Context: an optimization exercise on an open-source flow, tuned for small area, a short achievable clock period and few clock cycles per item. The choices shown serve that exercise and are no tape-out recipe. In this exercise RTL edits were held to simulation tests only and were not proved equivalent to the original. No driver is modelled on the clock port, so clock power and skew are understated where the tree is cut down; a real chip needs a root buffer or a tree. Power figures rest on the tool's default switching activity, not on a simulated workload.

==> inputs of job 6673 <==
==> flow/design.v <==
`default_nettype none
package pool_buffer_pkg;
    typedef logic [32-1:0] pixel_t;
    typedef pixel_t [4-1:0] pixel_vec_t;
    typedef struct packed {
        pixel_vec_t top_left;
        pixel_vec_t top_right;
        pixel_vec_t bot_left;
        pixel_vec_t bot_right;
    } window_t;
    typedef struct packed {
        window_t                 window;
        logic [$clog2(((6 / 2) * (4 / 2)))-1:0] window_idx;
        logic                    last;
    } window_beat_t;
    typedef struct packed {
        logic [1:0]              bank_sel;
        logic [$clog2(((6 / 2) * (4 / 2)))-1:0] addr;
        pixel_vec_t              data;
    } bank_wr_t;
    typedef enum logic {
        ST_FILL,
        ST_DRAIN
    } buf_state_e;
endpackage
`default_nettype wire
`timescale 1ns/1ps
`default_nettype none
module pool_buffer_top (
    input  wire                           clk,
    input  wire                           rst_n,
    input  wire                           in_valid,
    input  wire pool_buffer_pkg::pixel_vec_t in_data,
    output logic                          in_ready,
    output logic                          out_valid,
    input  wire                           out_ready,
    output pool_buffer_pkg::window_beat_t out_beat
);
    localparam int DEPTH = 6 + 1;
    localparam logic [$clog2(((6 / 2) * (4 / 2)))-1:0] WIN_LAST = $clog2(((6 / 2) * (4 / 2)))'(((6 / 2) * (4 / 2)) - 1);
    logic [$clog2(((6 / 2) * (4 / 2)))-1:0]     win;
    logic                        r0;
    logic                        c0;
    logic                        br_q;
    logic                        last_q;
    logic                        accept;
    logic [$clog2(((6 / 2) * (4 / 2)))-1:0]     win_next;
    logic                        r0_next;
    logic                        c0_next;
    pool_buffer_pkg::pixel_vec_t hist [DEPTH];
    assign in_ready  = !br_q || out_ready;
    assign accept    = in_valid && in_ready;
    assign out_valid = in_valid && br_q;
    always_comb begin
        out_beat.window.top_left  = hist[0];
        out_beat.window.top_right = hist[1];
        out_beat.window.bot_left  = hist[DEPTH-1];
        out_beat.window.bot_right = in_data;
        out_beat.window_idx       = win;
        out_beat.last             = last_q;
    end
    always_ff @(posedge clk) begin
        if (accept) begin
            for (int k = 0; k < DEPTH - 1; k++) begin
                hist[k] <= hist[k+1];
            end
            hist[DEPTH-1] <= in_data;
        end
    end
    always_comb begin
        win_next = win;
        r0_next  = r0;
        c0_next  = !c0;
        if (c0) begin
            case (win)
                3'd0:    win_next = 3'd1;
                3'd1:    win_next = 3'd2;
                3'd2:    win_next = r0 ? 3'd3 : 3'd0;
                3'd3:    win_next = 3'd4;
                3'd4:    win_next = 3'd5;
                default: win_next = r0 ? 3'd0 : 3'd3;
            endcase
            if (win == 3'd2 || win == 3'd5) begin
                r0_next = !r0;
            end
        end
    end
    always_ff @(posedge clk or negedge rst_n) begin
        if (!rst_n) begin
            win    <= '0;
            r0     <= 1'b0;
            c0     <= 1'b0;
            br_q   <= 1'b0;
            last_q <= 1'b0;
        end else if (accept) begin
            win    <= win_next;
            r0     <= r0_next;
            c0     <= c0_next;
            br_q   <= r0_next && c0_next;
            last_q <= (win_next == WIN_LAST);
        end
    end
endmodule
`default_nettype wire
==> flow/flow/run.sh <==
#!/bin/bash
set -euo pipefail
here=$(pwd)
bash standard.sh "BUFFER_PORTS_ARGS=-buffer_cell sky130_fd_sc_hd__buf_1" \
  "PRE_CTS_TCL=$here/flow/pre_cts.tcl" finish > flow_make.log 2>&1
==> flow/flow/my_cts.tcl <==
# Two-level clock tree built directly: the clock port drives a few root
# buffers, each root drives a group of leaf buffers, each leaf drives a
# compact cluster of flip-flop clock pins. Every sink sees the same number
# of buffer stages (root + leaf), so the tree is balanced by construction.
proc my_build_clock_tree { {leaf_size 28} {n_roots 4} } {
  set db [ord::get_db]
  set block [ord::get_db_block]
  set buf_master [$db findMaster sky130_fd_sc_hd__clkbuf_16]
  set clk_net [$block findNet clk]
  $clk_net setSigType CLOCK

  # sinks: every instance pin on the clock net
  set sinks {}
  foreach it [$clk_net getITerms] {
    set inst [$it getInst]
    set bb [$inst getBBox]
    set x [expr {([$bb xMin] + [$bb xMax]) / 2}]
    set y [expr {([$bb yMin] + [$bb yMax]) / 2}]
    lappend sinks [list $it $x $y]
  }
  set n [llength $sinks]
  set n_leaves [expr {int(ceil(double($n) / $leaf_size))}]
  # vertical strips, each cut along y into groups, so clusters stay compact
  set n_strips [expr {max(1, int(round(sqrt($n_leaves))))}]
  set sx [lsort -integer -index 1 $sinks]
  set per_strip [expr {int(ceil(double($n) / $n_strips))}]
  set leaves {}
  for {set s 0} {$s < $n_strips} {incr s} {
    set strip [lrange $sx [expr {$s * $per_strip}] [expr {($s + 1) * $per_strip - 1}]]
    if {[llength $strip] == 0} { continue }
    set sy [lsort -integer -index 2 $strip]
    set k [expr {int(ceil(double([llength $sy]) / $leaf_size))}]
    set per [expr {int(ceil(double([llength $sy]) / $k))}]
    for {set i 0} {$i < [llength $sy]} {incr i $per} {
      lappend leaves [lrange $sy $i [expr {$i + $per - 1}]]
    }
  }

  # leaf buffers at the centroid of their cluster
  set leaf_info {}
  set li 0
  foreach grp $leaves {
    set sxs 0; set sys 0
    foreach s $grp { incr sxs [lindex $s 1]; incr sys [lindex $s 2] }
    set cx [expr {$sxs / [llength $grp]}]
    set cy [expr {$sys / [llength $grp]}]
    set inst [odb::dbInst_create $block $buf_master "clkbuf_leaf_${li}_clk"]
    set net [odb::dbNet_create $block "clknet_leaf_${li}_clk"]
    $net setSigType CLOCK
    $inst setLocation $cx $cy
    $inst setPlacementStatus PLACED
    foreach s $grp {
      set it [lindex $s 0]
      $it disconnect
      $it connect $net
    }
    [$inst findITerm X] connect $net
    lappend leaf_info [list $inst $cx $cy]
    incr li
  }

  # root buffers, each feeding the leaves of one region
  set n_roots [expr {min($n_roots, [llength $leaf_info])}]
  set rx [expr {max(1, int(round(sqrt($n_roots))))}]
  set lx [lsort -integer -index 1 $leaf_info]
  set per_col [expr {int(ceil(double([llength $lx]) / $rx))}]
  set groups {}
  for {set c 0} {$c < $rx} {incr c} {
    set col [lrange $lx [expr {$c * $per_col}] [expr {($c + 1) * $per_col - 1}]]
    if {[llength $col] == 0} { continue }
    set ly [lsort -integer -index 2 $col]
    set k [expr {max(1, $n_roots / $rx)}]
    set per [expr {int(ceil(double([llength $ly]) / $k))}]
    for {set i 0} {$i < [llength $ly]} {incr i $per} {
      lappend groups [lrange $ly $i [expr {$i + $per - 1}]]
    }
  }
  set ri 0
  foreach grp $groups {
    set sxs 0; set sys 0
    foreach l $grp { incr sxs [lindex $l 1]; incr sys [lindex $l 2] }
    set cx [expr {$sxs / [llength $grp]}]
    set cy [expr {$sys / [llength $grp]}]
    set inst [odb::dbInst_create $block $buf_master "clkbuf_root_${ri}_clk"]
    set net [odb::dbNet_create $block "clknet_root_${ri}_clk"]
    $net setSigType CLOCK
    $inst setLocation $cx $cy
    $inst setPlacementStatus PLACED
    foreach l $grp { [[lindex $l 0] findITerm A] connect $net }
    [$inst findITerm X] connect $net
    [$inst findITerm A] connect $clk_net
    incr ri
  }
  puts "my_build_clock_tree: $n sinks, [llength $leaf_info] leaf buffers, $ri root buffers"
}

proc my_is_buffer { inst } {
  return [regexp {^sky130_fd_sc_hd__(buf|bufbuf|clkbuf)_[0-9]+$} [[$inst getMaster] getName]]
}

proc my_driver { net } {
  foreach it [$net getITerms] {
    if {[$it isOutputSignal]} { return $it }
  }
  return ""
}

proc my_sta_pin { it } {
  return [get_pins "[[$it getInst] getName]/[[$it getMTerm] getName]"]
}

proc my_center { inst } {
  set bb [$inst getBBox]
  return [list [expr {([$bb xMin] + [$bb xMax]) / 2}] [expr {([$bb yMin] + [$bb yMax]) / 2}]]
}

# Rebuilds the buffer tree that drives the flip-flop enable pins (DE) as two
# balanced levels of buffers, clustered like the clock tree leaves.
proc my_build_enable_tree { leaf_master root_master n_roots } {
  set block [ord::get_db_block]
  set dbu [$block getDefUnits]
  # DE pins and the buffers between them and the logic that drives them
  set bufs [dict create]
  set roots [dict create]
  foreach inst [$block getInsts] {
    set de [$inst findITerm DE]
    if {$de == "NULL" || $de == ""} { continue }
    set net [$de getNet]
    while {1} {
      set drv [my_driver $net]
      if {$drv == ""} { break }
      set dinst [$drv getInst]
      if {![my_is_buffer $dinst]} { break }
      dict set bufs [$dinst getName] $dinst
      set net [[$dinst findITerm A] getNet]
    }
    dict set roots [$net getName] $net
  }
  # move every load of those buffers' nets (other than the buffers
  # themselves) onto the root net, then delete the buffers
  set moved [dict create]
  dict for {bname binst} $bufs {
    set onet [[$binst findITerm X] getNet]
    set rnet [[$binst findITerm A] getNet]
    while {[dict exists $bufs [[[my_driver $rnet] getInst] getName]]} {
      set rnet [[[[my_driver $rnet] getInst] findITerm A] getNet]
    }
    foreach it [$onet getITerms] {
      if {[$it isOutputSignal]} { continue }
      if {[dict exists $bufs [[$it getInst] getName]]} { continue }
      dict set moved $it [$rnet getName]
    }
  }
  dict for {it rname} $moved {
    $it disconnect
    $it connect [$block findNet $rname]
  }
  dict for {bname binst} $bufs {
    set onet [[$binst findITerm X] getNet]
    odb::dbInst_destroy $binst
    if {[llength [$onet getITerms]] == 0 && [llength [$onet getBTerms]] == 0} {
      odb::dbNet_destroy $onet
    }
  }
  set names [dict keys $bufs]
  # group the DE pins by root net again, now that they hang on it directly
  set roots2 [dict create]
  foreach inst [$block getInsts] {
    set de [$inst findITerm DE]
    if {$de == "NULL" || $de == ""} { continue }
    dict lappend roots2 [[$de getNet] getName] $de
  }
  set roots $roots2
  set bi 0
  dict for {root_name des} $roots {
    # clusters: DE pins of flip-flops on the same clock leaf net
    set clusters [dict create]
    foreach de $des {
      set ck [[[$de getInst] findITerm CLK] getNet]
      dict lappend clusters [$ck getName] $de
    }
    set leaves {}
    dict for {ck grp} $clusters {
      set sx 0; set sy 0
      foreach de $grp {
        lassign [my_center [$de getInst]] x y
        incr sx $x; incr sy $y
      }
      set cx [expr {double($sx) / [llength $grp] / $dbu}]
      set cy [expr {double($sy) / [llength $grp] / $dbu}]
      set binst [insert_buffer -buffer_cell $leaf_master -net [get_nets $root_name] \
        -load_pins [lmap de $grp {my_sta_pin $de}] -location [list $cx $cy]]
      lappend leaves [list [get_full_name $binst] $cx $cy]
      incr bi
    }
    # root level: split the leaves into n_roots groups by position
    set lx [lsort -real -index 1 $leaves]
    set nr [expr {min($n_roots, [llength $leaves])}]
    set per [expr {int(ceil(double([llength $lx]) / $nr))}]
    for {set i 0} {$i < [llength $lx]} {incr i $per} {
      set grp [lsort -real -index 2 [lrange $lx $i [expr {$i + $per - 1}]]]
      set sx 0; set sy 0
      foreach l $grp { set sx [expr {$sx + [lindex $l 1]}]; set sy [expr {$sy + [lindex $l 2]}] }
      insert_buffer -buffer_cell $root_master -net [get_nets $root_name] \
        -load_pins [lmap l $grp {get_pins [lindex $l 0]/A}] \
        -location [list [expr {$sx / [llength $grp]}] [expr {$sy / [llength $grp]}]]
      incr bi
    }
  }
  # the gate driving each tree root now drives only a few root buffers; give
  # it a strong drive if it is a plain inverter or buffer
  set db [ord::get_db]
  dict for {root_name des} $roots {
    set drv [my_driver [$block findNet $root_name]]
    if {$drv == ""} { continue }
    set dinst [$drv getInst]
    set m [[$dinst getMaster] getName]
    if {[regexp {^sky130_fd_sc_hd__(clkinvlp|clkinv|inv)_[0-9]+$} $m]} {
      $dinst swapMaster [$db findMaster sky130_fd_sc_hd__inv_8]
    } elseif {[regexp {^sky130_fd_sc_hd__(buf|clkbuf)_[0-9]+$} $m]} {
      $dinst swapMaster [$db findMaster sky130_fd_sc_hd__buf_8]
    }
  }
  puts "my_build_enable_tree: removed [llength $names] buffers, [dict size $roots] root nets, $bi buffers inserted"
}
==> flow/flow/pre_cts.tcl <==
# Replaces TritonCTS with a directly built two-level clock tree, and rebuilds
# the buffer tree of the flip-flop enables as two balanced levels clustered
# like the clock leaves (my_cts.tcl). The rest of ORFS's CTS step
# (legalisation, setup and hold repair) runs as usual.
source [file join [file dirname [info script]] my_cts.tcl]
rename clock_tree_synthesis __orfs_clock_tree_synthesis
proc clock_tree_synthesis { args } {
  my_build_clock_tree 30 4
  set_propagated_clock [all_clocks]
  my_build_enable_tree sky130_fd_sc_hd__buf_4 sky130_fd_sc_hd__buf_16 4
}
==> flow/standard.sh <==
#!/bin/bash
# synth_recipe.tcl (not shown) runs the flow's synth.tcl, then flattens the netlist and writes it again
# the make line also repeats each setting of config.mk as NAME=value (left out here)
make -C /OpenROAD-flow-scripts/flow DESIGN_CONFIG=/design/flow/config.mk WORK_HOME=/design/flow/orfs CLKGATE_MAP_FILE= SYNTH_SCRIPT=/design/flow/synth_recipe.tcl "${@:-finish}"
==> flow/config.mk <==
export PLATFORM = sky130hd
export DESIGN_NAME = pool_buffer_top
export DESIGN_NICKNAME = pool_buffer_top
export VERILOG_FILES = /design/flow/design.v
export SDC_FILE = /design/flow/constraint.sdc
export NUM_CORES = 4
export LEC_CHECK = 0
export CAP_MARGIN = 20
export CORE_MARGIN = 2
export CORE_UTILIZATION = 60
export PLACE_DENSITY = 0.72
export SETUP_SLACK_MARGIN = 2.0
export SLEW_MARGIN = 20
==> flow/constraint.sdc <==
create_clock -name core_clock -period 4.0 [get_ports {clk}]
set_input_delay 0.8000 -clock core_clock [delete_from_list [all_inputs] [get_ports {clk}]]
set_output_delay 0.8000 -clock core_clock [all_outputs]
set_load 0.01 [all_outputs]
==> job 1619 (differences from job 6673) <==
- SETUP_SLACK_MARGIN: 2.0 -> 2.3
==> job 9131 (differences from job 6673) <==
--- a/flow/flow/my_cts.tcl
+++ b/flow/flow/my_cts.tcl
@@ -4,3 +4,3 @@
 # of buffer stages (root + leaf), so the tree is balanced by construction.
-proc my_build_clock_tree { {leaf_size 28} {n_roots 4} } {
+proc my_build_clock_tree { {leaf_size 28} {n_roots 4} {leaf_cell sky130_fd_sc_hd__clkbuf_16} } {
   set db [ord::get_db]
@@ -8,2 +8,3 @@
   set buf_master [$db findMaster sky130_fd_sc_hd__clkbuf_16]
+  set leaf_master [$db findMaster $leaf_cell]
   set clk_net [$block findNet clk]
@@ -46,3 +47,3 @@
     set cy [expr {$sys / [llength $grp]}]
-    set inst [odb::dbInst_create $block $buf_master "clkbuf_leaf_${li}_clk"]
+    set inst [odb::dbInst_create $block $leaf_master "clkbuf_leaf_${li}_clk"]
     set net [odb::dbNet_create $block "clknet_leaf_${li}_clk"]
- CORE_UTILIZATION: 60 -> 70
- PLACE_DENSITY: 0.72 -> 0.8
==> job 5149 (differences from job 6673) <==
--- a/flow/design.v
+++ b/flow/design.v
@@ -50,3 +50,3 @@
     pool_buffer_pkg::pixel_vec_t hist [DEPTH];
-    assign in_ready  = !br_q || out_ready;
+    assign in_ready  = out_ready;
     assign accept    = in_valid && in_ready;
--- a/flow/flow/run.sh
+++ b/flow/flow/run.sh
@@ -1,2 +1,9 @@
 #!/bin/bash
+# The standard layout (standard.sh, unchanged synthesis) with two changes:
+# - the port buffers are buf_1 cells instead of the cell buffer_ports picks
+#   by itself (repair_timing upsizes those on critical paths);
+# - flow/pre_cts.tcl builds the clock tree (two buffer stages from the clock
+#   port to every register) and the flip-flop enable buffer tree.
+# Full make output goes to flow_make.log; each ORFS step also keeps its own
+# log under orfs/logs.
 set -euo pipefail
--- a/flow/flow/my_cts.tcl
+++ b/flow/flow/my_cts.tcl
@@ -4,3 +4,3 @@
 # of buffer stages (root + leaf), so the tree is balanced by construction.
-proc my_build_clock_tree { {leaf_size 28} {n_roots 4} } {
+proc my_build_clock_tree { {leaf_size 28} {n_roots 4} {leaf_cell sky130_fd_sc_hd__clkbuf_16} } {
   set db [ord::get_db]
@@ -8,2 +8,3 @@
   set buf_master [$db findMaster sky130_fd_sc_hd__clkbuf_16]
+  set leaf_master [$db findMaster $leaf_cell]
   set clk_net [$block findNet clk]
@@ -46,3 +47,3 @@
     set cy [expr {$sys / [llength $grp]}]
-    set inst [odb::dbInst_create $block $buf_master "clkbuf_leaf_${li}_clk"]
+    set inst [odb::dbInst_create $block $leaf_master "clkbuf_leaf_${li}_clk"]
     set net [odb::dbNet_create $block "clknet_leaf_${li}_clk"]
--- a/flow/flow/pre_cts.tcl
+++ b/flow/flow/pre_cts.tcl
@@ -7,3 +7,3 @@
 proc clock_tree_synthesis { args } {
-  my_build_clock_tree 30 4
+  my_build_clock_tree 30 4 sky130_fd_sc_hd__buf_12
   set_propagated_clock [all_clocks]
- CORE_UTILIZATION: 60 -> 80
- PLACE_DENSITY: 0.72 -> 0.88
==> comparison <==
Job 5149 aborted during detailed placement. Job 6673 finished with timing, DRC and antenna clean. Job 1619 completed with no timing, DRC or antenna violations. Job 9131 finished clean. Power: job 1619 > job 9131 > job 6673. In job 9131 the register-to-register slack is better than in job 1619, by 80 ps. The lowest cell count belongs to job 9131, the highest to job 1619. Die area is the same in job 1619 and job 6673. In sequential power, job 1619 and job 9131 hardly differ. Clock skew, highest first: job 9131, job 1619, job 6673.
==> figures <==
	job 9131	job 1619	job 6673	job 5149
CP Launch Type	input port	input port	input port	-
Run status	complete, no violations	complete, no violations	complete, no violations	did not finish
Last stage reached	-	-	-	detailed placement
Final Total Pwr	18.7 mW	20.4 mW	18.5 mW	-
Top power group	registers	registers	registers	-
Post-synthesis area per instance	26.6 um2	26.6 um2	26.6 um2	26.6 um2
Well tap count	525	607	607	-
Max Clock Skew	37.1 ps	29.6 ps	29.2 ps	-
Worst Setup EP	out_beat[24]	in_ready	out_valid	-
Largest contributor to cell area by class	flip-flops and latches	flip-flops and latches	flip-flops and latches	-
Worst Tran Pin Value	441 ps	480 ps	399 ps	-
Core region area	39,800 um2	46,600 um2	46,600 um2	-
Simple-gate share of the synthesized area	0.270%	0.270%	0.270%	0.274%
Max FFs per register	896	896	896	-
Testbench counts of job 6673, summed over its fixed seeds: cycles 1,536, frames 64.
Testbench counts of job 1619, summed over its fixed seeds: cycles 1,536, frames 64.
Testbench counts of job 9131, summed over its fixed seeds: cycles 1,536, frames 64.
Testbench counts of job 5149, summed over its fixed seeds: cycles 1,536, frames 64.
In job 6673, job 1619 and job 9131 the design's own scripts or RTL, not TritonCTS, make the clock network.

==> port drivers added, routing unchanged <==
No port has a modelled driver above. Below, the same layouts with a new extraction and two added sets of constraints. Step 1 (the two cells are an assumption about what drives the block):
set clk [get_ports {clk}]
set_driving_cell -lib_cell sky130_fd_sc_hd__clkbuf_16 $clk
set_driving_cell -lib_cell sky130_fd_sc_hd__buf_2 [delete_from_list [all_inputs] $clk]
Step 2, shift: input delay + t, output delay - t, t = (earliest + latest rising clock arrival at the registers) / 2. This alone moves slack from input paths to output paths. Three values: no drivers, after step 1, after step 2; two values: the first two.
| run | shift t [ns] | slack for setup (ns) | worst data-port slew with drivers (ns) | cell pins on the clock port's net |
|---|---|---|---|---|
| job 6673 | 0.487 | 2.011 / 1.958 / 1.849 | 0.10 | 4 |
| job 1619 | 0.504 | 2.025 / 1.978 / 1.700 | 0.10 | 4 |
| job 9131 | 0.491 | 2.012 / 1.936 / 1.872 | 0.10 | 4 |
After both steps setup and hold are still met in every run listed. The setup slack of job 1619, which loses most, moves by -0.047 ns with the drivers and by -0.325 ns with both steps.
